Background: an optimization exercise with open tools, aiming at small area, a short achievable clock period and few clock cycles per item. Do not read the settings as production practice.
The RTL was checked by simulation tests, not by an equivalence proof against the original design.

indigo:
Design encoder_accelerated_value, start of the top module:
module encoder_accelerated_value (
    input  logic                          aclk,
    input  logic                          aresetn,
    input  logic                          cfg_valid,
    output logic                          cfg_ready,
    input  logic [eav_pkg::CFG_IDX_W-1:0] cfg_index,
    input  logic [eav_pkg::DATA_W-1:0]    cfg_data,
    input  logic                          s_tvalid,
    output logic                          s_tready,
    input  logic [eav_pkg::DATA_W-1:0]    s_tdata,   
    input  logic                          s_tuser,   
    output logic                          m_tvalid,
    input  logic                          m_tready,
    output logic [eav_pkg::M_DATA_W-1:0]  m_tdata,   
    output logic                          m_tuser    
);
==> flow/config.mk <==
export PLATFORM = sky130hd
export DESIGN_NAME = encoder_accelerated_value
export DESIGN_NICKNAME = encoder_accelerated_value
export VERILOG_FILES = /design/flow/design.v
export SDC_FILE = /design/flow/constraint.sdc
export NUM_CORES = 4
export LEC_CHECK = 0
export ABC_AREA = 1
export CAP_MARGIN = 20
export CORE_MARGIN = 2
export CORE_UTILIZATION = 40
export SETUP_SLACK_MARGIN = 4
export SLEW_MARGIN = 20
export TNS_END_PERCENT = 10
==> flow/constraint.sdc <==
create_clock -name core_clock -period 10.0 [get_ports {aclk}]
set_input_delay 2.0000 -clock core_clock [delete_from_list [all_inputs] [get_ports {aclk}]]
set_output_delay 2.0000 -clock core_clock [all_outputs]
set_load 0.01 [all_outputs]
run.sh (not shown) runs the stock make flow with config.mk's settings and CLKGATE_MAP_FILE= SYNTH_SCRIPT=/design/flow/synth_recipe.tcl, a recipe that flattens the netlist after the stock synthesis.
Testbench counts of indigo, summed over its fixed seeds: cycles 6,045, items 4,800.
Changes in willow relative to indigo:
--- a/flow/design.v
+++ b/flow/design.v
@@ -168,21 +168,20 @@
     logic         clamped_r;
     logic         mv_r;
     logic         ib_v, ib_t, ib_z;
     logic [32:0]  ib_d;          
     logic         dneg, dovf;    
     logic [1:0]   pc;            
     logic [1:0]   tph;           
     logic [7:0]   rem_r;
     logic [3:0]   cnt_r;
     logic         f_pos, f_tk1, f_gch, f_grow, f_div;
-    logic         f_astep;       
     logic [3:0]   b_one, b_two, b_neg;
     logic         b_top, b_nz;
     logic [7:0]   b_raw;         
     eav_benc u_benc (.b(b_raw), .one(b_one), .two(b_two), .neg(b_neg), .top(b_top), .nz(b_nz));
     logic         min_is_lo, max_is_hi, min_gt_max, max_lt1, ratio_ge2, ratio_z;
     logic [30:0]  maxc;          
     assign min_is_lo = (min_r == LO);
     assign max_is_hi = (max_r == HI);
     eav_csign #(.W(33)) u_mgt (
         .a({max_r[31], max_r}), .b(~{min_r[31], min_r}), .c(33'd0), .cin(1'b1), .sign(min_gt_max)
@@ -190,43 +189,34 @@
     assign max_lt1    = max_r[31] || (max_r == 32'd0);
     assign maxc       = max_lt1 ? 31'd1 : max_r[30:0];
     assign ratio_ge2  = (ratio_r[7:1] != 7'd0);
     assign ratio_z    = (ratio_r == 8'd0);
     logic gap_hi_nz;
     assign gap_hi_nz  = (gap_r[15:8] != 8'd0);
     logic [35:0]  mac_x, mac_s, mac_c, v;
     logic [32:0]  mac_a;
     logic         tbig;
     assign tbig  = (step_r[30:8] != '0);
-    assign mac_a = f_astep ? {2'b00, step_r} : ib_d;
+    assign mac_a = (f_grow || (f_gch && tbig)) ? {2'b00, step_r} : ib_d;
     assign mac_x = ({36{f_pos}} & {{4{acc_r[31]}}, acc_r})
                  | ({36{f_gch && pc == 2'd2}} & {3'd0, ib_d[24:0], 8'd0});
     eav_mac #(.W(36)) u_mac (
         .a(mac_a), .one(b_one), .two(b_two), .neg(b_neg), .top(b_top),
         .x(mac_x), .s(mac_s), .c(mac_c)
     );
     eav_padd #(.W(36)) u_vsum (.a(mac_s), .b(mac_c), .cin(1'b0), .sum(v));
     logic [31:0] vc, moved;
-    logic [32:0] dvc;
+    logic [32:0] dvc, dtv;
     assign vc = acc_r | {32{vcf_r}};
     eav_padd #(.W(33)) u_dvc (.a({vc[31], vc}), .b(~{vt_r[31], vt_r}), .cin(1'b1), .sum(dvc));
-    logic [31:0] dlo;            
-    logic [31:0] dor;
-    always_comb begin
-        dor = dvc[31:0];
-        for (int l = 0; l < 5; l++)
-            for (int i = 0; i < 32; i++)
-                if ((i >> l) & 1)
-                    dor[i] = dor[i] | dor[((i >> l) << l) - 1];
-        dlo = {dor[30:0], 1'b0};
-    end
-    assign moved = dvc[31:0] ^ ({32{dvc[32]}} & dlo);
+    eav_padd #(.W(33)) u_dtv (.a({vt_r[31], vt_r}), .b(~{vc[31], vc}), .cin(1'b1), .sum(dtv));
+    assign moved = dvc[32] ? dtv[31:0] : dvc[31:0];
     logic [35:0] cmp_y;
     logic        lo_neg, hi_neg, tk_lt;
     assign cmp_y = f_pos ? {{4{min_r[31]}}, min_r} : {4'd0, moved};
     eav_csign #(.W(36)) u_lo (
         .a(mac_s), .b(mac_c), .c(~cmp_y), .cin(!f_grow), .sign(lo_neg)
     );
     assign tk_lt = lo_neg;
     eav_csign #(.W(36)) u_hi (
         .a(mac_s), .b(mac_c), .c(~{{4{max_r[31]}}, max_r}), .cin(1'b0), .sign(hi_neg)
     );
@@ -436,43 +426,40 @@
             clamped_r <= 1'b0;
             mv_r      <= 1'b0;
             ib_v      <= 1'b0;
             tph       <= TK_IDLE;
             pc        <= 2'd0;
             f_pos     <= 1'b0;
             f_tk1     <= 1'b0;
             f_gch     <= 1'b0;
             f_grow    <= 1'b0;
             f_div     <= 1'b0;
-            f_astep   <= 1'b0;
             b_raw     <= 8'd1;
         end else begin
             if (cfg_valid) begin
                 case (cfg_index)
                     2'd0: min_r   <= cfg_data;
                     2'd1: max_r   <= cfg_data;
                     2'd2: ratio_r <= cfg_data[7:0];
                     default: gap_r <= cfg_data[15:0];
                 endcase
             end
             ib_v   <= ib_v_n;
             ib_t   <= ib_t_n;
             pc     <= pc_n;
             tph    <= tph_n;
             step_r <= step_n;
             f_pos  <= ib_v_n && !ib_t_n && (tph_n == TK_IDLE);
             f_tk1  <= ib_v_n &&  ib_t_n && (tph_n == TK_IDLE) && (pc_n == 2'd0);
             f_gch  <= ib_v_n &&  ib_t_n && (tph_n == TK_IDLE) && (pc_n != 2'd0);
             f_grow <= (tph_n == TK_GROW);
             f_div  <= (tph_n == TK_DIV);
-            f_astep <= (tph_n == TK_GROW)
-                    || (ib_v_n && ib_t_n && (tph_n == TK_IDLE) && (pc_n != 2'd0) && tbig);
             b_raw  <= nb_raw;
             if (m_tready)
                 mv_r <= 1'b0;
             if (take && !s_tuser)
                 last_r <= s_tdata;
             if (ib_load) begin
                 ib_z <= new_z;
                 ib_d <= new_d;
                 dneg <= new_d[32];
                 dovf <= 1'b0;
==> notes.md <==
willow went all the way through the flow, and no timing, DRC or antenna check failed. Between indigo and willow, layout overhead on the synthesized area increased. In the flow results for willow and indigo, the share of the clock period used by the worst path after layout is larger on indigo. Cmp willow and indigo / half-perimeter wire length after placement / higher: indigo. Between willow and indigo, routed wire length is higher for willow, indigo comes in under that. Diff willow..indigo | count of cells along the worst hold path | unchanged. Delta (willow minus indigo): synthesized cell count grew by 4.0%; post-cts repair resize count grew by about 150%.
Testbench counts of willow, summed over its fixed seeds: cycles 6,045, items 4,800.

## static timing again, ports no longer ideal
No port has a modelled driver above. Below, the same layouts with a new extraction and two added sets of constraints.
Step 1 sets driving cells, clkbuf_16 on the clock port and buf_2 on the other inputs (assumed; they add their load-dependent delay and slew).
Step 2 moves the port delays by t, midway between the first and last clock arrival at a register: inputs arrive t later, outputs are due t later. That takes back most of the time a late clock gives input paths.
Slacks: no drivers / after step 1 / after step 2; pairs: no drivers / after step 1.
run	t (ns)	slack for setup (ns)	hold WS [ns]	latest minus earliest clock arrival (ns)
indigo	0.675	2.027 / 2.027 / 2.027	0.459 / 0.459 / 0.459	0.041 / 0.042
willow	0.661	2.706 / 2.706 / 2.706	0.481 / 0.481 / 0.481	0.056 / 0.056
After both steps every run listed still meets setup and hold.
